Context: an optimization exercise on an open-source flow, tuned for small area and few clock cycles. The choices shown serve that exercise and are no tape-out recipe. Only simulation tests tie the RTL to the original design; equivalence was not proved. The clock port is modelled as an ideal driver; clocking choices that lean on that would not hold on a real chip.

### flow/constraint.sdc
create_clock -name core_clock -period 10.0 [get_ports {clk}]
set_input_delay 2.0000 -clock core_clock [delete_from_list [all_inputs] [get_ports {clk}]]
set_output_delay 2.0000 -clock core_clock [all_outputs]
set_load 0.01 [all_outputs]
### flow/flow/run.sh
#!/bin/bash
# Standard synthesis, then its combinational logic re-mapped for area with
# the registers untouched, then the standard layout with the smallest
# buffer cell on the ports and a clock tree without dummy loads.
set -euo pipefail
R=orfs/results/sky130hd/conv_top/base
LIB=$FLOW_HOME/platforms/sky130hd/lib/sky130_fd_sc_hd__tt_025C_1v80.lib
bash standard.sh synth > 1_standard_synth.log 2>&1
mkdir -p reopt
cp $R/1_2_yosys.v reopt/std_netlist.v
python3 flow/split_lib.py $LIB reopt > 2_split_lib.log 2>&1
yosys -s flow/reopt.ys > 3_reopt_yosys.log 2>&1
cp reopt/netlist.v $R/1_2_yosys.v
rm -f $R/1_synth.odb
bash standard.sh "BUFFER_PORTS_ARGS=-buffer_cell sky130_fd_sc_hd__buf_1" \
  "CTS_ARGS=$(cat flow/cts_args.txt)" finish > 4_standard_layout.log 2>&1
### flow/design.v
`timescale 1ns/1ps
module conv_top (
  input  logic        clk,
  input  logic        reset,
  input  logic        ready,
  output logic        busy,
  output logic [9:0]  iaddr,
  output logic        ioe,
  input  logic [7:0]  idata,
  output logic        l0_wen,
  output logic [9:0]  l0_addr,
  output logic [11:0] l0_data,
  output logic        l1_wen,
  output logic [7:0]  l1_addr,
  output logic [11:0] l1_data
);
  localparam int img_dim   = 32;
  localparam int pos_w     = $clog2(img_dim);
  localparam int pixel_w   = 8;
  localparam int sum_w     = 12;    
  localparam int feat_w    = 12;    
  localparam int relu_w    = 11;    
  localparam int band_h    = 4;
  localparam int col_len   = band_h + 2;
  localparam int n_bands   = img_dim / band_h;
  localparam int band_w    = $clog2(n_bands);
  localparam int q_w       = $clog2(col_len);
  localparam int k_w       = $clog2(band_h);
  localparam int buf_len   = 2 * col_len + 2;    
  logic [band_w-1:0] b;
  logic [pos_w-1:0]  c;
  logic [q_w-1:0]    q;
  logic              prime;      
  logic [pixel_w-1:0] sr [buf_len];
  logic q_last, c_last, done;
  assign q_last = (q == q_w'(col_len - 1));
  assign c_last = &c;
  assign done   = !prime && (b == band_w'(n_bands - 1)) && c_last && q_last;
  always_ff @(posedge clk or posedge reset) begin
    if (reset)
      busy <= 1'b0;
    else if (!busy)
      busy <= ready;
    else if (done)
      busy <= 1'b0;
  end
  always_ff @(posedge clk) begin
    if (!busy) begin
      b     <= band_w'(n_bands - 1);
      c     <= pos_w'(img_dim - 2);
      q     <= q_w'(band_h - 1);
      prime <= 1'b1;
    end else begin
      q <= q_last ? '0 : q + 1'b1;
      if (q_last) begin
        c <= c + 1'b1;
        if (c_last) begin
          b     <= b + 1'b1;
          prime <= 1'b0;
        end
      end
    end
  end
  logic [q_w-1:0]    rd_slot;    
  logic              rd_next;    
  logic [pos_w:0]    rd_col;
  logic [band_w-1:0] rd_band;
  logic [pos_w-1:0]  rd_row;
  always_comb begin
    if (q >= q_w'(band_h - 1)) begin
      rd_slot = q - q_w'(band_h - 1);
      rd_next = 1'b1;
    end else begin
      rd_slot = q + 3'd3;
      rd_next = 1'b0;
    end
  end
  assign rd_col  = {1'b0, c} + (rd_next ? 6'd2 : 6'd1);
  assign rd_band = b + band_w'(rd_col[pos_w]);
  assign rd_row  = {rd_band, {k_w{1'b0}}} + rd_slot - 1'b1;   
  assign ioe   = busy;
  assign iaddr = {rd_row[pos_w-1:0], rd_col[pos_w-1:0]};
  logic zero_q;
  always_ff @(posedge clk)
    zero_q <= (rd_band == '0 && rd_slot == '0) ||
              (rd_band == band_w'(n_bands - 1) && rd_slot == q_w'(col_len - 1));
  always_ff @(posedge clk) begin
    sr[0] <= zero_q ? '0 : idata;
    for (int i = 1; i < buf_len; i++)
      sr[i] <= sr[i-1];
  end
  logic [pixel_w-1:0] p_ul, p_ur, p_cc, p_cr, p_dl, p_dc, p_dr;
  assign p_dr = idata;
  assign p_cr = sr[0];
  assign p_ur = sr[1];
  assign p_dc = sr[col_len - 1];
  assign p_cc = sr[col_len];
  assign p_dl = sr[2 * col_len - 1];
  assign p_ul = sr[2 * col_len + 1];
  logic pad_l, pad_r;
  assign pad_l = (c == '0);
  assign pad_r = c_last;
  logic [pixel_w-1:0] m_ul, m_dl, m_ur, m_cr, m_dr, m_dc;
  assign m_ul = pad_l ? '0 : p_ul;
  assign m_dl = pad_l ? '0 : p_dl;
  assign m_ur = pad_r ? '0 : p_ur;
  assign m_cr = pad_r ? '0 : p_cr;
  assign m_dr = (pad_r || zero_q) ? '0 : p_dr;
  assign m_dc = p_dc;
  logic [relu_w-1:0] pos, neg;
  logic [relu_w:0]   diff;
  assign pos  = m_dl + p_cc + m_ur + {m_dc, 1'b0} + {m_cr, 1'b0};
  assign neg  = {m_ul, 1'b0} + {m_dr, 1'b0} + m_dr;
  assign diff = {1'b0, pos} - {1'b0, neg};
  logic [relu_w-1:0] feat;
  assign feat = diff[relu_w] ? '0 : diff[relu_w-1:0];
  logic valid;
  assign valid = busy && !prime && (q < q_w'(band_h));
  assign l0_wen  = valid;
  assign l0_addr = {b, q[k_w-1:0], c};
  assign l0_data = {1'b0, feat};
  logic [relu_w-1:0] acc [2];
  logic              sel, first, take;
  logic [relu_w-1:0] acc_cur;
  assign sel     = q[1] | (q[2] & q[0]);
  assign acc_cur = acc[sel];
  assign first   = !c[0] && !q[0];
  assign take    = first || (feat > acc_cur);
  always_ff @(posedge clk) begin
    if (valid && take)
      acc[sel] <= feat;
  end
  assign l1_wen  = busy && !prime && c[0] && q[2];
  assign l1_addr = {b, sel, c[pos_w-1:1]};
  assign l1_data = {1'b0, acc_cur};
endmodule
### flow/config.mk
export PLATFORM = sky130hd
export DESIGN_NAME = conv_top
export DESIGN_NICKNAME = conv_top
export VERILOG_FILES = /design/flow/design.v
export SDC_FILE = /design/flow/constraint.sdc
export NUM_CORES = 4
export LEC_CHECK = 0
export CAP_MARGIN = 20
export CORE_MARGIN = 2
export CORE_UTILIZATION = 40
export CTS_BUF_LIST = sky130_fd_sc_hd__clkbuf_8
export SLEW_MARGIN = 20
### flow/flow/abc_area.scr
strash
&get -n
&deepsyn -T 5
&put
dch -f
amap
### flow/flow/split_lib.py
#!/usr/bin/env python3
# Split the platform liberty file into its sequential cells (kept as black
# boxes) and its combinational cells (read as logic, and offered to abc).
import re, sys
src, out_dir = sys.argv[1], sys.argv[2]
lib = open(src).read()
first = lib.index('cell (')
hdr = lib[:lib.rfind('\n', 0, first) + 1]
cells, pos = [], first
while True:
    j = lib.find('cell (', pos)
    if j < 0:
        break
    k = lib.index('{', j) + 1
    d = 1
    while d:
        ch = lib[k]
        if ch == '{':
            d += 1
        elif ch == '}':
            d -= 1
        k += 1
    name = re.match(r'cell \("?(\w+)', lib[j:]).group(1)
    cells.append((name, lib[j:k]))
    pos = k
seq = [c for n, c in cells if re.search(r'\b(ff|latch|statetable)\s*\(', c)]
comb = [(n, c) for n, c in cells if not re.search(r'\b(ff|latch|statetable)\s*\(', c)]
# the platform's DONT_USE_CELLS are all lpflow_* and probe* cells
usable = [c for n, c in comb if 'lpflow' not in n and 'probe' not in n]
for fn, body in (('seq.lib', seq), ('comb.lib', [c for n, c in comb]), ('map.lib', usable)):
    with open(out_dir + '/' + fn, 'w') as f:
        f.write(hdr + '\n'.join(body) + '\n}\n')
print(len(seq), 'sequential,', len(comb), 'combinational,', len(usable), 'offered to abc')
### flow/flow/cts_args.txt
-sink_clustering_enable -repair_clock_nets -dont_use_dummy_load -buf_list sky130_fd_sc_hd__clkbuf_8
### flow/flow/reopt.ys
# Re-map the combinational logic of the standard synthesis for area. The
# flip-flops are black boxes here, so every register keeps its instance
# name and cell type.
read_liberty -lib reopt/seq.lib
read_liberty -ignore_miss_func reopt/comb.lib
read_verilog reopt/std_netlist.v
hierarchy -top conv_top
flatten
hierarchy -top conv_top
opt -purge
tee -o reopt/before.txt stat
abc -liberty reopt/map.lib -script flow/abc_area.scr
# the combinational cell models went with the flattening; give check their ports
read_liberty -lib reopt/map.lib
opt_clean -purge
hilomap -singleton -hicell sky130_fd_sc_hd__conb_1 HI -locell sky130_fd_sc_hd__conb_1 LO
insbuf -buf sky130_fd_sc_hd__buf_4 A X
splitnets
opt_clean -purge
check -assert
tee -o reopt/after.txt stat -liberty reopt/map.lib
write_verilog -noattr -nohex -nodec reopt/netlist.v
### flow/standard.sh
#!/bin/bash
# synth_recipe.tcl (not shown) runs the flow's synth.tcl, then flattens the netlist and writes it again
# the make line also repeats each setting of config.mk as NAME=value (left out here)
make -C /OpenROAD-flow-scripts/flow DESIGN_CONFIG=/design/flow/config.mk WORK_HOME=/design/flow/orfs CLKGATE_MAP_FILE= SYNTH_SCRIPT=/design/flow/synth_recipe.tcl "${@:-finish}"
==> reports/qor.yml, run 1 <==
grt_pass1_vias: 4081
numClockSinks: 148
drv_slew: 0
cts_hold_buf: 0
final.setup.tns_ps: 0
yosys_warnings: 2
multi_input_area_sq_mm: 0.00216
drt-initial-drc-count: 238
slew_headroom_pct: 39.5
cts_setup_buffers: 0
start_util_pct: 40.9
finalNonFillerCells: 889
ff_latch_area_sq_mm: 0.00319
critPathKind: "in2out"
critical_path.max_stage_delay_ps: 640
die_width_microns: 126
cts_buffer_depth: 2
syn-instance-count: 673
die_area_sq_mm: 0.0158
core_sq_mm: 0.0145
utilization_pct: 43.2
required_ps: 8000
worst_ep_arrival_time_ps: 7050
numPortBuffers: 64
synthesis.area_sq_mm: 0.00592
drv_cap: 0
ios: 67
diodes: 0
totalWireLength_microns: 11700
drive_gt1_share_pct: 2.98
final_common_cell: "dfxtp_1"
wl_per_cell_microns: 13.2
drc_errors: 0
outcome: "timing/DRC/antenna clean"
cp-start-kind: "input pin"
avgSynthCellArea_sq_um: 8.80
min_period_ps: 9050
antenna_found_initial: 0
h-tree-depth: 4
slowest_stage: "nor2b_1"
report.final.hold_viol_count: 0
n_fill_cell: 1438
final_cell_mix: "dfxtp_1, nor2_1, o21ai_0"
gp_congestion: 0.833
final-setup-viol-count: 0
cp_max_fo: 12
cp_common_cell: "nor2_1"
final_nets: 718
place_inst: 872
die_h_microns: 126
tritoncts: "yes"
clock_latency_ps: 450
viasPerCell: 4.92
max_clock_freq_ghz: 0.111
syn2layout_area_growth_pct: 5.73
dr.pass1.iters: 5
skew_ps: 23.6
cp-end-kind: "output port"
finalCritPeriodShare_pct: 90.5
ant_nets: 0
grt.total_usage_pct: 15.5
rows: 44
post_cts_resized: 0
numCtsBuffers: 17
worstMarginPinSlew_ps: 905
root_buffer: "clkbuf_8"
num_vias: 4375
dp_hpwl_microns: 8680
grt_pass1_wl_microns: 19200
overflow: 0
hold_path_class: "reg2reg"
path_clk_slew_ps: 80
rsz0062_at_grt: "false"
grt_max_degree: 18
## flip-flops by register name (all words and copies together) (netlist names)
signal and flops:
acc 22, sr 112, zero_q 1, q 3
busy 1, b 3, c 5, prime 1
## per-layer routing
layer | vias up | part of all wire (%) | GRT usage, %
li1 | 2346 | - | -
met1 | 1953 | 48 | 19.3
met2 | 61 | 46 | 24.8
met3 | 15 | 4.9 | 5.99
met4 | 0 | 1.3 | 5.29
met5 | - | 0 | 0
## worst max-delay path: cells and delay by family
family                 cells  cell delay, ps
AO/OA/AOI/OAI              9            1800
buffers and inverters      3             480
AND/OR/NAND/NOR           20            2760
## cell type report
type / instances / share of cell area, %
Sequential cell: 148 / 50.9
Multi-Input combinational cell: 425 / 34.6
Timing Repair Buffer: 67 / 4.20
Clock buffer: 17 / 3.74
Tap cell: 184 / 3.68
Inverter: 48 / 2.88
## path summary, 6_finish.rpt
kind	start	to	slack, ps	depth (start not counted)
worst max-delay path	idata[1]	l0_data[4]	950	32
worst min-delay path	sr[8][3]$_DFF_P_	sr[9][3]$_DFF_P_	300	0
worst max register to register	c[2]$_SDFFE_PN1P_	acc[1][9]$_DFFE_PP_	1420	40
worst min register to register	sr[8][3]$_DFF_P_	sr[9][3]$_DFF_P_	300	0
max in group asynchronous	reset	busy$_DFF_PP0_	8550	2
min in group asynchronous	reset	busy$_DFF_PP0_	1370	2
## per-stage QoR
stage | hold WS, ps | instance area [sq um] | setup slack (ps)
detailed placement | 312 | 6030 | 640
global placement | 310 | 6030 | 963
finish | 303 | 6260 | 952
CTS | 306 | 6260 | 864
global route | 304 | 6260 | 97.0
floorplan | 310 | 5920 | 1700
Testbench counts, summed over its fixed seeds: cycles 49,472.
==> inputs of run 2 (changes only) <==
--- a/flow/design.v
+++ b/flow/design.v
@@ -86,2 +86,5 @@
               (rd_band == band_w'(n_bands - 1) && rd_slot == q_w'(col_len - 1));
+  logic wipe;
+  assign wipe = (c_last && q != q_w'(col_len - 1)) ||
+                (c == pos_w'(img_dim - 2) && q_last);
   always_ff @(posedge clk) begin
@@ -90,2 +93,4 @@
       sr[i] <= sr[i-1];
+    if (wipe)
+      sr[col_len + 1] <= '0;
   end
@@ -99,8 +104,7 @@
   assign p_ul = sr[2 * col_len + 1];
-  logic pad_l, pad_r;
-  assign pad_l = (c == '0);
+  logic pad_r;
   assign pad_r = c_last;
   logic [pixel_w-1:0] m_ul, m_dl, m_ur, m_cr, m_dr, m_dc;
-  assign m_ul = pad_l ? '0 : p_ul;
-  assign m_dl = pad_l ? '0 : p_dl;
+  assign m_ul = p_ul;
+  assign m_dl = p_dl;
   assign m_ur = pad_r ? '0 : p_ur;
==> run 2 against run 1 <==
Compared with the run above: global-route usage barely moved; worst setup slack got worse by 160 ps.
==> reports/qor.yml, run 2 <==
dr.pass1.iters: 4  # was 5
wl_per_cell_microns: 13.0  # was 13.2 microns
clock_latency_ps: 450  # about the same
post_cts_resized: 0  # unchanged
largest_register_ffs: 112  # unchanged
multi_input_area_sq_mm: 0.00208  # was 0.00216 sq mm
report.final.hold_viol_count: 0  # unchanged
num_vias: 4369  # was 4375
dp_hpwl_microns: 8440  # was 8680 microns
cp-end-kind: "output port"  # unchanged
n_fill_cell: 1458  # was 1438
drv_slew: 0  # unchanged
worst_ep_arrival_time_ps: 7210  # was 7050 ps
slowest_stage: "a211oi_1"  # was nor2b_1
die_width_microns: 125  # was 126 microns
final.setup.tns_ps: 0  # unchanged
critPathKind: "in2out"  # unchanged
numPortBuffers: 64  # unchanged
ios: 67  # unchanged
grt.total_usage_pct: 15.5  # about the same
core_sq_mm: 0.0144  # was 0.0145 sq mm
yosys_warnings: 2  # unchanged
max_clock_freq_ghz: 0.109  # was 0.111 GHz
hold_path_class: "reg2reg"  # unchanged
min_period_ps: 9210  # was 9050 ps
drc_errors: 0  # unchanged
synthesis.area_sq_mm: 0.00587  # was 0.00592 sq mm
place_inst: 869  # was 872
required_ps: 8000  # about the same
grt_pass1_wl_microns: 19400  # was 19200 microns
rows: 44  # unchanged
root_buffer: "clkbuf_8"  # unchanged
ff_latch_area_sq_mm: 0.00319  # unchanged
finalCritPeriodShare_pct: 92.1  # was 90.5%
setup.worst_path.start: "idata[1]"  # unchanged
slew_headroom_pct: 35.5  # was 39.5%
whs_ps: 302  # was 303 ps
biggestRegsByFlops: "sr x112, acc x22, c x5"  # unchanged
skew_ps: 29.6  # was 23.6 ps
final_cell_mix: "dfxtp_1, nor2_1, o21ai_0"  # unchanged
diodes: 0  # unchanged
cp_common_cell: "nor2_1"  # unchanged
syn-instance-count: 667  # was 673
totalWireLength_microns: 11500  # was 11700 microns
numCtsBuffers: 17  # unchanged
die_h_microns: 125  # was 126 microns
final-setup-viol-count: 0  # unchanged
cp_max_fo: 10  # was 12
start_util_pct: 40.7  # was 40.9%
finalNonFillerCells: 886  # was 889
numClockSinks: 148  # unchanged
largest-register: "sr"  # unchanged
cts_buffer_depth: 2  # unchanged
drive_gt1_share_pct: 3.42  # was 2.98%
grt_pass1_vias: 4120  # was 4081
h-tree-depth: 4  # unchanged
avgSynthCellArea_sq_um: 8.80  # about the same
overflow: 0  # unchanged
rr_startpoint: "c[0]$_SDFFE_PN0P_"  # was c[2]$_SDFFE_PN1P_
tritoncts: "yes"  # unchanged
worstHoldStart: "sr[3][4]$_DFF_P_"  # was sr[8][3]$_DFF_P_
gp_congestion: 0.803  # was 0.833
viasPerCell: 4.93  # was 4.92
outcome: "timing/DRC/antenna clean"  # unchanged
ant_nets: 0  # unchanged
cts_setup_buffers: 0  # unchanged
drv_cap: 0  # unchanged
worstMarginPinSlew_ps: 962  # was 905 ps
final_common_cell: "dfxtp_1"  # unchanged
path_clk_slew_ps: 90  # was 80 ps
rsz0062_at_grt: "false"  # unchanged
syn2layout_area_growth_pct: 6.14  # was 5.73%
grt_max_degree: 17  # was 18
critical_path.max_stage_delay_ps: 530  # was 640 ps
die_area_sq_mm: 0.0157  # was 0.0158 sq mm
cp-start-kind: "input pin"  # unchanged
cts_hold_buf: 0  # unchanged
final_nets: 715  # was 718
antenna_found_initial: 0  # unchanged
drt-initial-drc-count: 226  # was 238
[run 2: metal layers]
| layer | vias to the layer above | share of wire (%) | GRT usage [%] |
|---|---|---|---|
| li1 | 2301 | - | - |
| met1 | 1979 | 48 | 19.4 |
| met2 | 73 | 46 | 25.2 |
| met3 | 16 | 4.2 | 4.88 |
| met4 | 0 | 1.3 | 5.82 |
| met5 | - | 0 | 0 |
[run 2: path summary, 6_finish.rpt]
| kind | slack (ps) | cells past startpoint | endpoint |
|---|---|---|---|
| worst max-delay path | 790 | 31 | l0_data[8] |
| worst min-delay path | 300 | 0 | sr[4][4]$_DFF_P_ |
| worst max register to register | 1750 | 44 | acc[0][8]$_DFFE_PP_ |
| worst min register to register | 300 | 0 | sr[4][4]$_DFF_P_ |
| max in group asynchronous | 8540 | 2 | busy$_DFF_PP0_ |
| min in group asynchronous | 1380 | 2 | busy$_DFF_PP0_ |
[run 2: stage by stage]
step / cell area (sq um) / utilization [%] / setup slack, ps
6_report: 6230 / 43.2 / 793
5_1_grt: 6230 / 43.2 / 20.6
4_1_cts: 6230 / 43.2 / 858
3_5_place_dp: 5990 / 41.6 / 791
3_3_place_gp: 5990 / 41.6 / 940
2_1_floorplan: 5870 / - / 1490
[run 2: final cells by class]
cell class | count | share of cell area (%)
flip-flops and latches | 148 | 51.2
multi-input cells | 410 | 33.3
repair buffers | 70 | 4.58
clock buffers | 17 | 3.76
well taps | 184 | 3.70
inverters | 57 | 3.44
[run 2: worst max-delay path: cells and delay by family]
| family | cells | cell delay [ps] |
|---|---|---|
| AND/OR/NAND/NOR | 16 | 2380 |
| AO/OA/AOI/OAI | 12 | 2350 |
| buffers and inverters | 3 | 490 |
Testbench counts of run 2, summed over its fixed seeds: cycles 49,472.
==> inputs of run 3 (changes only) <==
--- a/flow/flow/run.sh
+++ b/flow/flow/run.sh
@@ -3,3 +3,4 @@
 # the registers untouched, then the standard layout with the smallest
-# buffer cell on the ports and a clock tree without dummy loads.
+# buffer cell on the ports and a clock tree without dummy loads, whose
+# lightly loaded buffers are then downsized (flow/post_cts.tcl).
 set -euo pipefail
@@ -15,2 +16,2 @@
 bash standard.sh "BUFFER_PORTS_ARGS=-buffer_cell sky130_fd_sc_hd__buf_1" \
-  "CTS_ARGS=$(cat flow/cts_args.txt)" finish > 4_standard_layout.log 2>&1
+  "CTS_ARGS=$(cat flow/cts_args.txt)" "POST_CTS_TCL=$PWD/flow/post_cts.tcl" finish > 4_standard_layout.log 2>&1
==> flow/flow/post_cts.tcl (new file) <==
proc my_clk_slew_ps {} {
  set worst 0
  foreach pin [all_registers -clock_pins -edge_triggered] {
    foreach edge {rise fall} {
      foreach an {min max} {
        set s [expr {[sta::time_ui_sta [get_property $pin slew_${an}_$edge]] * 1e12}]
        set worst [expr {max($worst, $s)}]
      }
    }
  }
  return $worst
}
set my_slew_target 100.0
set my_small sky130_fd_sc_hd__clkbuf_4
estimate_parasitics -placement
puts "clock slew before downsizing: [my_clk_slew_ps] ps"
# the leaves first, the root (clkbuf_0_*) last
set my_bufs {}
foreach inst [[ord::get_db_block] getInsts] {
  if {[string match clkbuf_* [$inst getName]]} { lappend my_bufs $inst }
}
set my_bufs [lsort -command {apply {{a b} {
  expr {[string match clkbuf_0_* [$a getName]] - [string match clkbuf_0_* [$b getName]]}
}}} $my_bufs]
foreach inst $my_bufs {
  set name [$inst getName]
  set master [[$inst getMaster] getName]
  if {$master ne "sky130_fd_sc_hd__clkbuf_8"} { continue }
  replace_cell [get_cells $name] $my_small
  estimate_parasitics -placement
  set s [my_clk_slew_ps]
  if {$s > $my_slew_target} {
    replace_cell [get_cells $name] $master
    estimate_parasitics -placement
    puts "kept $name ($master): slew would be $s ps"
  } else {
    puts "downsized $name to $my_small: slew $s ps"
  }
}
puts "clock slew after downsizing: [my_clk_slew_ps] ps"
detailed_placement
estimate_parasitics -placement
--- a/flow/flow/reopt.ys
+++ b/flow/flow/reopt.ys
@@ -16,3 +16,3 @@
 hilomap -singleton -hicell sky130_fd_sc_hd__conb_1 HI -locell sky130_fd_sc_hd__conb_1 LO
-insbuf -buf sky130_fd_sc_hd__buf_4 A X
+insbuf -buf sky130_fd_sc_hd__buf_1 A X
 splitnets
--- a/flow/config.mk
+++ b/flow/config.mk
@@ -11,2 +11,3 @@
 export CTS_BUF_LIST = sky130_fd_sc_hd__clkbuf_8
+export GPL_TIMING_DRIVEN = 0
 export SLEW_MARGIN = 20
==> run 3 against run 2 <==
Compared with the run above: count of clock-buffer cells in the layout did not move; clock skew shrank 2.7 ps; die area shrank 3.3%; global-route usage is 0.75 points higher; register-to-register slack lost 300 ps; final cell count is 5.0% higher; first-iteration DRC count up 26%; critical endpoint is now l0_data[5].
==> reports/qor.yml, run 3 <==
outcome: "timing/DRC/antenna clean"  # unchanged
grt_pass1_vias: 4096  # was 4120
grt_max_degree: 17  # unchanged
rr_endpoint: "acc[0][1]$_DFFE_PP_"  # was acc[0][8]$_DFFE_PP_
final-setup-viol-count: 0  # unchanged
dr.pass1.iters: 4  # unchanged
final.setup.tns_ps: 0  # unchanged
report.final.hold_viol_count: 0  # unchanged
worst_r2r_path_depth: 40  # was 44
critPathKind: "in2out"  # unchanged
critical_path.max_stage_delay_ps: 360  # was 530 ps
die_width_microns: 123  # was 125 microns
drive_gt1_share_pct: 4.80  # was 3.42%
largest-register: "sr"  # unchanged
antenna_found_initial: 0  # unchanged
wl_per_cell_microns: 12.3  # was 13.0 microns
worstMarginPinSlew_ps: 1040  # was 962 ps
die_h_microns: 123  # was 125 microns
die_area_sq_mm: 0.0151  # was 0.0157 sq mm
yosys_warnings: 2  # unchanged
start_util_pct: 40.8  # was 40.7%
min_period_ps: 9240  # was 9210 ps
cp_common_cell: "nor2_1"  # unchanged
core_sq_mm: 0.0139  # was 0.0144 sq mm
avgSynthCellArea_sq_um: 8.50  # was 8.80 sq um
num_vias: 4505  # was 4369
final_common_cell: "dfxtp_1"  # unchanged
biggestRegsByFlops: "sr x112, acc x22, c x5"  # unchanged
overflow: 0  # unchanged
syn2layout_area_growth_pct: 13.6  # was 6.14%
finalCritPeriodShare_pct: 92.4  # was 92.1%
ff2ff_setup_slack_ps: 1450  # was 1750 ps
grt_pass1_wl_microns: 18800  # was 19400 microns
hold_path_class: "reg2reg"  # unchanged
dp_hpwl_microns: 8420  # was 8440 microns
drt-initial-drc-count: 284  # was 226
max_clock_freq_ghz: 0.108  # was 0.109 GHz
whs_ps: 305  # was 302 ps
clock_latency_ps: 570  # was 450 ps
slowest_stage: "a22o_4"  # was a211oi_1
ant_nets: 0  # unchanged
utilization_pct: 46.4  # was 43.2%
gp_congestion: 0.816  # was 0.803
largest_register_ffs: 112  # unchanged
worstHoldStart: "sr[9][3]$_DFF_P_"  # was sr[3][4]$_DFF_P_
slew_headroom_pct: 30.5  # was 35.5%
required_ps: 8000  # about the same
ios: 67  # unchanged
diodes: 0  # unchanged
numPortBuffers: 64  # unchanged
cp_max_fo: 10  # unchanged
rsz0062_at_grt: "false"  # unchanged
grt.total_usage_pct: 16.2  # was 15.5%
cp-start-kind: "input pin"  # unchanged
rows: 43  # was 44
drc_errors: 0  # unchanged
final_nets: 763  # was 715
skew_ps: 26.8  # was 29.6 ps
drv_slew: 0  # unchanged
rr_startpoint: "c[0]$_SDFFE_PN0P_"  # unchanged
path_clk_slew_ps: 90  # about the same
syn-instance-count: 667  # unchanged
hold_path_end: "sr[10][3]$_DFF_P_"  # was sr[4][4]$_DFF_P_
min_path_cells: 0  # unchanged
tritoncts: "yes"  # unchanged
final_cell_mix: "dfxtp_1, buf_1, nor2_1"  # was dfxtp_1, nor2_1, o21ai_0
drv_cap: 0  # unchanged
synthesis.area_sq_mm: 0.00567  # was 0.00587 sq mm
totalWireLength_microns: 11500  # about the same
worst_ep_arrival_time_ps: 7240  # was 7210 ps
numClockSinks: 148  # unchanged
viasPerCell: 4.84  # was 4.93
cp-end-kind: "output port"  # unchanged
==> run 3: how the worst max path moves through the flow <==
stage / cells past startpoint / from / end / slack (ps)
3_3_place_gp: 37 / idata[1] / acc[1][0]$_DFFE_PP_ / 80
6_report: 32 / idata[1] / l0_data[5] / 760
3_5_place_dp: 37 / idata[1] / acc[0][1]$_DFFE_PP_ / 30
5_1_grt: 31 / idata[1] / l0_data[3] / 0.004
2_1_floorplan: 36 / idata[1] / acc[1][0]$_DFFE_PP_ / 1500
==> run 3: critical path, delay by kind of cell <==
kind                   cells  cell delay, ps
buffers and inverters      4             670
AO/OA/AOI/OAI             11            1920
AND/OR/NAND/NOR           17            2660
==> run 3: through the flow <==
step                      instances  setup slack, ps  cell area, sq um
after floorplan                 668             1500              5670
after global placement          912             79.0              6140
after detailed placement        913             25.0              6150
after global routing            930          0.00355              6440
final                           930              755              6440
==> run 3: layout make-up <==
type	count	area, sq um
Tap cell	180	225
Inverter	57	214
Timing Repair Buffer	65	251
Clock buffer	17	178
Buffer	53	199
Fill cell	1381	7440
Multi-Input combinational cell	410	2190
Sequential cell	148	3190
==> run 3: per-layer routing <==
metal | global-route usage [%] | up-vias | part of all wire (%) | wire [microns]
li1 | - | 2403 | - | -
met1 | 20.2 | 2019 | 48 | 5480
met2 | 26.2 | 69 | 46 | 5330
met3 | 5.67 | 14 | 4.3 | 490
met4 | 5.75 | 0 | 1.4 | 157
met5 | 0 | - | 0 | 0
==> inputs of run 4 (changes only) <==
--- a/flow/config.mk
+++ b/flow/config.mk
@@ -9,5 +9,4 @@
 export CORE_MARGIN = 2
-export CORE_UTILIZATION = 40
+export CORE_UTILIZATION = 55
 export CTS_BUF_LIST = sky130_fd_sc_hd__clkbuf_8
-export GPL_TIMING_DRIVEN = 0
 export SLEW_MARGIN = 20
==> run 4 against run 3 <==
Compared with the run above: first-iteration DRC count is 15% lower; core utilization is 14 points higher; sequential share of layout area is 2.7 points higher; final cell count is 10% lower; global-route usage is 5.5 points higher; fmax is 1.2% higher.
==> reports/qor.yml, run 4 <==
ff2ff_setup_slack_ps: 1950  # was 1450 ps
min_period_ps: 9140  # was 9240 ps
syn2layout_area_growth_pct: 7.68  # was 13.6%
wl_per_cell_microns: 13.7  # was 12.3 microns
worstMarginPinSlew_ps: 971  # was 1040 ps
cp-start-kind: "input pin"  # unchanged
viasPerCell: 5.18  # was 4.84
slew_headroom_pct: 34.9  # was 30.5%
crit_path_end: "l0_data[5]"  # unchanged
num_vias: 4338  # was 4505
biggestRegsByFlops: "sr x112, acc x22, c x5"  # unchanged
tritoncts: "yes"  # unchanged
n_fill_cell: 935  # was 1381
rsz0062_at_grt: "false"  # unchanged
totalWireLength_microns: 11500  # about the same
path_clk_slew_ps: 100  # was 90 ps
final.setup.tns_ps: 0  # unchanged
rows: 37  # was 43
grt.total_usage_pct: 21.8  # was 16.2%
die_width_microns: 106  # was 123 microns
drc_errors: 0  # unchanged
setup.worst_path.start: "idata[1]"  # unchanged
grt_pass1_vias: 4048  # was 4096
slowest_stage: "nor3_1"  # was a22o_4
hold_path_class: "reg2reg"  # unchanged
place_inst: 820  # was 913
drv_cap: 0  # unchanged
syn-instance-count: 667  # unchanged
numClockSinks: 148  # unchanged
clock_latency_ps: 560  # was 570 ps
finalNonFillerCells: 837  # was 930
diodes: 0  # unchanged
final_cell_mix: "dfxtp_1, nor2_1, o21ai_0"  # was dfxtp_1, buf_1, nor2_1
required_ps: 8000  # about the same
ios: 67  # unchanged
rr_startpoint: "c[0]$_SDFFE_PN0P_"  # unchanged
final_common_cell: "dfxtp_1"  # unchanged
grt_pass1_wl_microns: 18800  # about the same
start_util_pct: 55.7  # was 40.8%
report.final.hold_viol_count: 0  # unchanged
drive_gt1_share_pct: 3.28  # was 4.80%
avgSynthCellArea_sq_um: 8.50  # unchanged
synthesis.area_sq_mm: 0.00567  # unchanged
antenna_found_initial: 0  # unchanged
ant_nets: 0  # unchanged
cp_common_cell: "nor2_1"  # unchanged
cp-end-kind: "output port"  # unchanged
worst_ep_arrival_time_ps: 7140  # was 7240 ps
outcome: "timing/DRC/antenna clean"  # unchanged
gp_congestion: 0.892  # was 0.816
dr.pass1.iters: 4  # unchanged
yosys_warnings: 2  # unchanged
critPathKind: "in2out"  # unchanged
skew_ps: 32.2  # was 26.8 ps
core_sq_mm: 0.0102  # was 0.0139 sq mm
finalCritPeriodShare_pct: 91.4  # was 92.4%
drt-initial-drc-count: 241  # was 284
die_h_microns: 106  # was 123 microns
die_area_sq_mm: 0.0111  # was 0.0151 sq mm
rr_endpoint: "acc[0][0]$_DFFE_PP_"  # was acc[0][1]$_DFFE_PP_
worst_r2r_path_depth: 44  # was 40
overflow: 0  # unchanged
numPortBuffers: 64  # unchanged
drv_slew: 0  # unchanged
largest-register: "sr"  # unchanged
final_nets: 714  # was 763
max_clock_freq_ghz: 0.109  # was 0.108 GHz
final-setup-viol-count: 0  # unchanged
largest_register_ffs: 112  # unchanged
dp_hpwl_microns: 8440  # was 8420 microns
cp_max_fo: 10  # unchanged
grt_max_degree: 17  # unchanged
critical_path.max_stage_delay_ps: 560  # was 360 ps
-- run 4: layout make-up --
type | instances | area, sq um | area share [%]
Sequential cell | 148 | 3190 | 52.2
Multi-Input combinational cell | 410 | 2080 | 34.0
Timing Repair Buffer | 69 | 278 | 4.55
Inverter | 57 | 214 | 3.51
Clock buffer | 17 | 178 | 2.91
Tap cell | 136 | 170 | 2.79
-- run 4: worst min path at each step --
stage	to	from	slack (ps)	cells past startpoint
final	sr[11][5]$_DFF_P_	sr[10][5]$_DFF_P_	300	0
after global routing	sr[4][2]$_DFF_P_	sr[3][2]$_DFF_P_	290	0
after detailed placement	sr[3][7]$_DFF_P_	sr[2][7]$_DFF_P_	310	0
after global placement	sr[4][6]$_DFF_P_	sr[3][6]$_DFF_P_	310	0
after floorplan	sr[10][0]$_DFF_P_	sr[9][0]$_DFF_P_	310	0
-- run 4: layer usage --
| metal | part of all wire [%] | GRT usage (%) | wire [microns] |
|---|---|---|---|
| met4 | 1.8 | 9.68 | 203 |
| met1 | 48 | 27.8 | 5540 |
| met5 | 0 | 0 | 0 |
| met3 | 5.0 | 6.99 | 570 |
| met2 | 45 | 33.9 | 5140 |
-- run 4: per-stage QoR --
stage          hold slack [ps]  worst slack [ps]  util (%)  cell area (sq um)
6_report                   298               864      59.9               6100
3_5_place_dp               312               791      58.2               5930
3_3_place_gp               310              1090      58.2               5930
5_1_grt                    292              59.7      59.9               6100
2_1_floorplan              310              1500         -               5670
-- run 4: critical path: cells and delay by family --
| kind | cells | cell delay, ps |
|---|---|---|
| and+or+nand+nor | 17 | 2910 |
| buffers and inverters | 3 | 460 |
| AOI/OAI and AO/OA | 11 | 1780 |
==> inputs of run 5 (changes only) <==
--- a/flow/config.mk
+++ b/flow/config.mk
@@ -9,3 +9,3 @@
 export CORE_MARGIN = 2
-export CORE_UTILIZATION = 55
+export CORE_UTILIZATION = 30
 export CTS_BUF_LIST = sky130_fd_sc_hd__clkbuf_8
==> run 5 against run 4 <==
Compared with the run above: still clean; first-iteration DRC count decreased by 16%; die area increased by 80%; synthesized cell count unchanged; final cell count increased by 12%; worst hold slack improved by 8.9 ps; area after synthesis unchanged; via count decreased by 0.90%; core utilization decreased by 26 points; sequential share of layout area decreased by 1.1 points; sequential cell count unchanged; critical path depth decreased by 3; largest cell class unchanged.
==> reports/qor.yml, run 5 <==
wl_per_cell_microns: 12.4  # was 13.7 microns
ant_nets: 0  # unchanged
rr_startpoint: "c[0]$_SDFFE_PN0P_"  # unchanged
outcome: "timing/DRC/antenna clean"  # unchanged
die_area_sq_mm: 0.0200  # was 0.0111 sq mm
final_nets: 716  # was 714
hold_path_class: "reg2reg"  # unchanged
final_cell_area_sq_mm: 0.00623  # was 0.00610 sq mm
start_util_pct: 30.4  # was 55.7%
yosys_warnings: 2  # unchanged
n_fill_cell: 1923  # was 935
multi_input_area_sq_mm: 0.00208  # unchanged
path_clk_slew_ps: 90  # was 100 ps
grt_max_degree: 17  # unchanged
critPathKind: "in2out"  # unchanged
ff_latch_area_sq_mm: 0.00319  # unchanged
finalNonFillerCells: 937  # was 837
drive_gt1_share_pct: 3.56  # was 3.28%
final-setup-viol-count: 0  # unchanged
grt_pass1_vias: 3895  # was 4048
drc_errors: 0  # unchanged
final_cell_mix: "dfxtp_1, nor2_1, o21ai_0"  # unchanged
cp-start-kind: "input pin"  # unchanged
grt.total_usage_pct: 12.3  # was 21.8%
final_common_cell: "dfxtp_1"  # unchanged
drt-initial-drc-count: 203  # was 241
dp_hpwl_microns: 8620  # was 8440 microns
largest-register: "sr"  # unchanged
drv_slew: 0  # unchanged
ios: 67  # unchanged
finalCritPeriodShare_pct: 92.8  # was 91.4%
drv_cap: 0  # unchanged
ff2ff_setup_slack_ps: 1510  # was 1950 ps
skew_ps: 32.4  # was 32.2 ps
num_vias: 4299  # was 4338
wl_met2_microns: 5010  # was 5140 microns
rows: 50  # was 37
totalWireLength_microns: 11600  # was 11500 microns
min_period_ps: 9280  # was 9140 ps
worst_r2r_path_depth: 44  # unchanged
crit_path_end: "l0_data[9]"  # was l0_data[5]
rsz0062_at_grt: "true"  # was false
numClockSinks: 148  # unchanged
tritoncts: "yes"  # unchanged
dr_wl_met3_microns: 609  # was 570 microns
die_h_microns: 141  # was 106 microns
cp-end-kind: "output port"  # unchanged
avgSynthCellArea_sq_um: 8.50  # unchanged
setup.worst_path.start: "idata[1]"  # unchanged
numPortBuffers: 64  # unchanged
wl_met1_microns: 5850  # was 5540 microns
gp_congestion: 0.787  # was 0.892
clock_latency_ps: 430  # was 560 ps
final.setup.tns_ps: 0  # unchanged
synthesis.area_sq_mm: 0.00567  # unchanged
required_ps: 8000  # about the same
setup_ws_ps: 721  # was 864 ps
place_ws_ps: 655  # was 791 ps
highest_layer: "met4"  # unchanged
syn-instance-count: 667  # unchanged
place_inst: 920  # was 820
placed_area_sq_mm: 0.00606  # was 0.00593 sq mm
cp_max_fo: 10  # unchanged
utilization_pct: 33.4  # was 59.9%
worstMarginPinSlew_ps: 1110  # was 971 ps
antenna_found_initial: 0  # unchanged
biggestRegsByFlops: "sr x112, acc x22, c x5"  # unchanged
whs_ps: 307  # was 298 ps
viasPerCell: 4.59  # was 5.18
diodes: 0  # unchanged
report.final.hold_viol_count: 0  # unchanged
largest_register_ffs: 112  # unchanged
grt_pass1_wl_microns: 19000  # was 18800 microns
worst_ep_arrival_time_ps: 7280  # was 7140 ps
syn2layout_area_growth_pct: 10.0  # was 7.68%
overflow: 0  # unchanged
dr.pass1.iters: 4  # unchanged
slew_headroom_pct: 25.3  # was 34.9%
die_width_microns: 141  # was 106 microns
core_sq_mm: 0.0186  # was 0.0102 sq mm
max_clock_freq_ghz: 0.108  # was 0.109 GHz
rr_endpoint: "acc[1][0]$_DFFE_PP_"  # was acc[0][0]$_DFFE_PP_
[run 5: how the worst min path moves through the flow]
stage	cells after the start	to	startpoint	slack (ps)
global route	0	sr[5][4]$_DFF_P_	sr[4][4]$_DFF_P_	320
global placement	0	sr[4][5]$_DFF_P_	sr[3][5]$_DFF_P_	310
floorplan	0	sr[10][0]$_DFF_P_	sr[9][0]$_DFF_P_	310
finish	0	sr[9][3]$_DFF_P_	sr[8][3]$_DFF_P_	310
detailed placement	0	sr[13][4]$_DFF_P_	sr[12][4]$_DFF_P_	310
[run 5: layout make-up]
class	instances	area share (%)
clock buffer	17	2.75
inverter	57	3.43
multi-input combinational	410	33.3
sequential	148	51.1
tap	234	4.70
timing repair buffer	71	4.70
[run 5: metal layers]
layer | GRT usage (%) | vias up
met3 | 3.88 | 14
li1 | - | 2322
met2 | 19.0 | 87
met1 | 16.0 | 1876
met5 | 0 | -
met4 | 4.58 | 0
[run 5: worst max-delay path, cell delays in order]
cell and delay (ps):
buf_1 130, clkinv_1 130, o21ai_0 220, o21ai_0 160, a211oi_1 310, nor2_1 70
a21oi_1 200, nor2_1 80, a41o_1 240, o21ai_0 270, nor2_1 70, a21oi_1 150
o21ai_0 150, o21ai_0 270, nor2_1 110, a21oi_1 170, o21a_1 190, o21a_1 140
or2_0 170, o22ai_1 110, nor2b_1 160, nor2_1 80, o21ai_0 190, nor2b_1 190
a21oi_1 80, a22o_1 350, nor3_1 600, buf_1 290
==> inputs of run 6 (changes only) <==
--- a/flow/config.mk
+++ b/flow/config.mk
@@ -9,3 +9,3 @@
 export CORE_MARGIN = 2
-export CORE_UTILIZATION = 30
+export CORE_UTILIZATION = 40
 export CTS_BUF_LIST = sky130_fd_sc_hd__clkbuf_8
==> run 6 against run 5 <==
Compared with the run above: non-clock buffer count is 1 lower; via count increased by 0.79%; register-to-register slack worse by 160 ps; worst hold slack got worse by 4.6 ps; count of clock-buffer cells in the layout did not move; sequential share of layout area rose by 0.62 points; final area is 1.2% lower; area after synthesis stayed put; first-iteration DRC count increased by 1.5%; wire length decreased by 3.4%; core utilization up 11 points; worst setup slack improved by 190 ps; largest cell class unchanged.
==> reports/qor.yml, run 6 <==
outcome: "timing/DRC/antenna clean"  # unchanged
skew_ps: 31.0  # was 32.4 ps
rsz0062_at_grt: "false"  # was true
tritoncts: "yes"  # unchanged
grt_pass1_vias: 4023  # was 3895
dr.pass1.iters: 5  # was 4
synthesis.area_sq_mm: 0.00567  # unchanged
drive_gt1_share_pct: 3.42  # was 3.56%
numClockSinks: 148  # unchanged
placed_area_sq_mm: 0.00599  # was 0.00606 sq mm
viasPerCell: 4.91  # was 4.59
start_util_pct: 40.8  # was 30.4%
cp_common_cell: "o21ai_0"  # unchanged
min_period_ps: 9090  # was 9280 ps
worstMarginPinSlew_ps: 993  # was 1110 ps
cp-end-kind: "output port"  # unchanged
rows: 43  # was 50
final.setup.tns_ps: 0  # unchanged
syn-instance-count: 667  # unchanged
drv_slew: 0  # unchanged
worst_ep_arrival_time_ps: 7090  # was 7280 ps
largest_register_ffs: 112  # unchanged
final-setup-viol-count: 0  # unchanged
required_ps: 8000  # about the same
slew_headroom_pct: 33.5  # was 25.3%
path_clk_slew_ps: 90  # about the same
final_cell_mix: "dfxtp_1, nor2_1, o21ai_0"  # unchanged
num_vias: 4333  # was 4299
die_h_microns: 123  # was 141 microns
wl_per_cell_microns: 12.7  # was 12.4 microns
core_sq_mm: 0.0139  # was 0.0186 sq mm
diodes: 0  # unchanged
hold_path_class: "reg2reg"  # unchanged
die_area_sq_mm: 0.0151  # was 0.0200 sq mm
clock_latency_ps: 430  # about the same
finalNonFillerCells: 882  # was 937
final_common_cell: "dfxtp_1"  # unchanged
critPathKind: "in2out"  # unchanged
antenna_found_initial: 0  # unchanged
n_fill_cell: 1420  # was 1923
finalCritPeriodShare_pct: 90.9  # was 92.8%
avgSynthCellArea_sq_um: 8.50  # unchanged
biggestRegsByFlops: "sr x112, acc x22, c x5"  # unchanged
utilization_pct: 44.4  # was 33.4%
totalWireLength_microns: 11200  # was 11600 microns
final_nets: 715  # was 716
ant_nets: 0  # unchanged
yosys_warnings: 2  # unchanged
final_cell_area_sq_mm: 0.00616  # was 0.00623 sq mm
die_width_microns: 123  # was 141 microns
slowest_stage: "nor3_1"  # unchanged
critical_path.max_stage_delay_ps: 540  # was 600 ps
drt-initial-drc-count: 206  # was 203
grt_pass1_wl_microns: 18400  # was 19000 microns
drv_cap: 0  # unchanged
place_inst: 865  # was 920
syn2layout_area_growth_pct: 8.68  # was 10.0%
max_clock_freq_ghz: 0.110  # was 0.108 GHz
cp_max_fo: 10  # unchanged
gp_congestion: 0.810  # was 0.787
dp_hpwl_microns: 8260  # was 8620 microns
whs_ps: 302  # was 307 ps
grt.total_usage_pct: 15.9  # was 12.3%
overflow: 0  # unchanged
report.final.hold_viol_count: 0  # unchanged
drc_errors: 0  # unchanged
cp-start-kind: "input pin"  # unchanged
grt_max_degree: 17  # unchanged
ios: 67  # unchanged
numPortBuffers: 64  # unchanged
largest-register: "sr"  # unchanged
## run 6: path summary, 6_finish.rpt
kind	startpoint	end	slack (ps)	cells after the start
max reg2reg	c[0]$_SDFFE_PN0P_	acc[0][3]$_DFFE_PP_	1350	41
min reg2reg	sr[2][2]$_DFF_P_	sr[3][2]$_DFF_P_	300	0
max	idata[1]	l0_data[7]	910	28
min in group asynchronous	reset	busy$_DFF_PP0_	1360	2
max in group asynchronous	reset	busy$_DFF_PP0_	8550	2
min	sr[2][2]$_DFF_P_	sr[3][2]$_DFF_P_	300	0
## run 6: area by class of cell
type | count | area, sq um | share of cell area, %
multi-input cells | 410 | 2080 | 33.7
inverters | 57 | 214 | 3.47
flip-flops and latches | 148 | 3190 | 51.8
clock buffers | 17 | 171 | 2.78
well taps | 180 | 225 | 3.66
repair buffers | 70 | 285 | 4.63
## run 6: per-layer routing
| metal | vias to the layer above | wire length [microns] | share of wire (%) | GRT usage (%) |
|---|---|---|---|---|
| met5 | - | 0 | 0 | 0 |
| met4 | 0 | 206 | 1.8 | 6.25 |
| met3 | 15 | 537 | 4.8 | 5.54 |
| met2 | 87 | 5070 | 45 | 25.3 |
| met1 | 1925 | 5420 | 48 | 19.8 |
| li1 | 2306 | - | - | - |
## run 6: critical path, delay by kind of cell
family	cells	cell delay, ps
AO/OA/AOI/OAI	16	3160
buffers and inverters	3	470
AND/OR/NAND/NOR	9	1460
## run 6: metrics by stage
step                      worst slack (ps)
after global placement                1020
after global routing                   126
after floorplan                       1500
after detailed placement               823
final                                  911
==> inputs of run 7 (changes only) <==
--- a/flow/config.mk
+++ b/flow/config.mk
@@ -7,3 +7,3 @@
 export LEC_CHECK = 0
-export CAP_MARGIN = 20
+export CAP_MARGIN = 0
 export CORE_MARGIN = 2
@@ -11,2 +11,2 @@
 export CTS_BUF_LIST = sky130_fd_sc_hd__clkbuf_8
-export SLEW_MARGIN = 20
+export SLEW_MARGIN = 0
==> run 7 against run 6 <==
Compared with the run above: clock skew unchanged; wire length unchanged; synthesized cell count unchanged; global-route usage unchanged.
==> reports/qor.yml, run 7 <==
critPathKind: "in2out"  # unchanged
cp-start-kind: "input pin"  # unchanged
tritoncts: "yes"  # unchanged
grt_pass1_wl_microns: 18400  # unchanged
path_clk_slew_ps: 90  # about the same
viasPerCell: 4.91  # unchanged
outcome: "timing/DRC/antenna clean"  # unchanged
finalCritPeriodShare_pct: 90.9  # unchanged
final.setup.tns_ps: 0  # unchanged
yosys_warnings: 2  # unchanged
die_h_microns: 123  # unchanged
grt.met1_usage_pct: 19.8  # unchanged
largest_register_ffs: 112  # unchanged
report.final.hold_viol_count: 0  # unchanged
die_width_microns: 123  # unchanged
dr.pass1.iters: 5  # unchanged
grtUsageMet3_pct: 5.54  # unchanged
start_util_pct: 40.8  # unchanged
numPortBuffers: 64  # unchanged
die_area_sq_mm: 0.0151  # unchanged
gp_congestion: 0.810  # unchanged
syn2layout_area_growth_pct: 8.68  # unchanged
min_period_ps: 9090  # unchanged
largest-register: "sr"  # unchanged
final_nets: 715  # unchanged
drc_errors: 0  # unchanged
overflow: 0  # unchanged
avgSynthCellArea_sq_um: 8.50  # unchanged
final_cell_mix: "dfxtp_1, nor2_1, o21ai_0"  # unchanged
totalWireLength_microns: 11200  # unchanged
num_vias: 4333  # unchanged
drv_cap: 0  # unchanged
rows: 43  # unchanged
worst_ep_arrival_time_ps: 7090  # about the same
final-setup-viol-count: 0  # unchanged
wl_per_cell_microns: 12.7  # unchanged
grtUsageMet2_pct: 25.3  # unchanged
ios: 67  # unchanged
biggestRegsByFlops: "sr x112, acc x22, c x5"  # unchanged
drive_gt1_share_pct: 3.42  # unchanged
required_ps: 8000  # about the same
drt-initial-drc-count: 206  # unchanged
core_sq_mm: 0.0139  # unchanged
antenna_found_initial: 0  # unchanged
numClockSinks: 148  # unchanged
cp-end-kind: "output port"  # unchanged
max_clock_freq_ghz: 0.110  # unchanged
grt_pass1_vias: 4023  # unchanged
worstMarginPinSlew_ps: 993  # unchanged
synthesis.area_sq_mm: 0.00567  # unchanged
drv_slew: 0  # unchanged
grt_max_degree: 17  # unchanged
grt.total_usage_pct: 15.9  # unchanged
rsz0062_at_grt: "false"  # unchanged
n_fill_cell: 1420  # unchanged
syn-instance-count: 667  # unchanged
cp_max_fo: 10  # unchanged
busiest_layer: "met2"  # unchanged
ant_nets: 0  # unchanged
clock_latency_ps: 430  # about the same
skew_ps: 31.0  # unchanged
whs_ps: 302  # unchanged
diodes: 0  # unchanged
slew_headroom_pct: 33.5  # unchanged
dp_hpwl_microns: 8260  # unchanged
hold_path_class: "reg2reg"  # unchanged
final_common_cell: "dfxtp_1"  # unchanged
## run 7: area by class of cell
| type | instances | area (sq um) | area share [%] |
|---|---|---|---|
| Clock buffer | 17 | 171 | 2.78 |
| Tap cell | 180 | 225 | 3.66 |
| Timing Repair Buffer | 70 | 285 | 4.63 |
| Inverter | 57 | 214 | 3.47 |
| Multi-Input combinational cell | 410 | 2080 | 33.7 |
| Sequential cell | 148 | 3190 | 51.8 |
## run 7: per-stage QoR
step	std cells	utilization (%)	cell area, sq um	setup slack (ps)
2_1_floorplan	668	-	5670	1500
3_3_place_gp	865	43.1	5990	1020
3_5_place_dp	865	43.1	5990	823
5_1_grt	882	44.4	6160	126
6_report	882	44.4	6160	911
## run 7: routing by layer
metal	share of wire, %	up-vias
li1	-	2306
met1	48	1925
met2	45	87
met3	4.8	15
met4	1.8	0
met5	0	-
## run 7: critical path, cell delays in order
cell and delay (ps):
buf_1 120, clkinv_1 120, o21ai_0 220, o21ai_0 150, a211oi_1 310, nor2_1 70, a21oi_1 210, nor2_1 90
a41o_1 240, o21ai_0 270, nor2_1 70, a21oi_1 150, o21ai_0 160, o21ai_0 240, nor2_1 100, a21oi_1 180
o21a_1 180, o21a_1 130, or2_0 160, o22ai_1 110, nor2b_1 160, nor2_1 80, o21ai_0 190, nor2b_1 190
a21oi_1 80, a22o_1 340, nor3_1 540, buf_1 230
## run 7: final timing paths
| kind | from | endpoint | slack (ps) | cells after the start |
|---|---|---|---|---|
| setup / recovery | idata[1] | l0_data[7] | 910 | 28 |
| hold / removal | sr[2][2]$_DFF_P_ | sr[3][2]$_DFF_P_ | 300 | 0 |
| setup reg to reg | c[0]$_SDFFE_PN0P_ | acc[0][3]$_DFFE_PP_ | 1350 | 41 |
| hold reg to reg | sr[2][2]$_DFF_P_ | sr[3][2]$_DFF_P_ | 300 | 0 |
| max in group asynchronous | reset | busy$_DFF_PP0_ | 8550 | 2 |
| min in group asynchronous | reset | busy$_DFF_PP0_ | 1360 | 2 |

## afterwards: timing with drivers on the ports
No port has a modelled driver above. Below, the same layouts with a new extraction and two added sets of constraints.
Step 1, drivers: a clkbuf_16 drives clk and a buf_2 each remaining input, both assumed.
Step 2, shift: input delay + t, output delay - t, t = (earliest + latest rising clock arrival at the registers) / 2. This alone moves slack from input paths to output paths.
Slacks: ideal / step 1 / step 2; pairs: ideal / step 1.
run | t, ns | setup WS [ns] | hold WS [ns] | cell pins on the clock port's net
run 1 | 0.472 | 0.952 / 0.910 / 0.652 | 0.303 / 0.303 / 0.303 | 1
run 2 | 0.467 | 0.793 / 0.761 / 0.657 | 0.302 / 0.302 / 0.302 | 1
run 3 | 0.589 | 0.755 / 0.735 / 0.486 | 0.305 / 0.305 / 0.305 | 1
run 4 | 0.580 | 0.864 / 0.830 / 0.773 | 0.298 / 0.298 / 0.298 | 1
run 5 | 0.451 | 0.721 / 0.690 / 0.566 | 0.307 / 0.307 / 0.307 | 1
run 6 | 0.452 | 0.911 / 0.882 / 0.735 | 0.302 / 0.302 / 0.302 | 1
run 7 | 0.452 | 0.911 / 0.882 / 0.735 | 0.302 / 0.302 / 0.302 | 1
After both steps setup and hold are still met in every run listed. For run 1, which loses most, drivers alone change the setup slack by -0.042 ns; drivers and shift together by -0.300 ns.
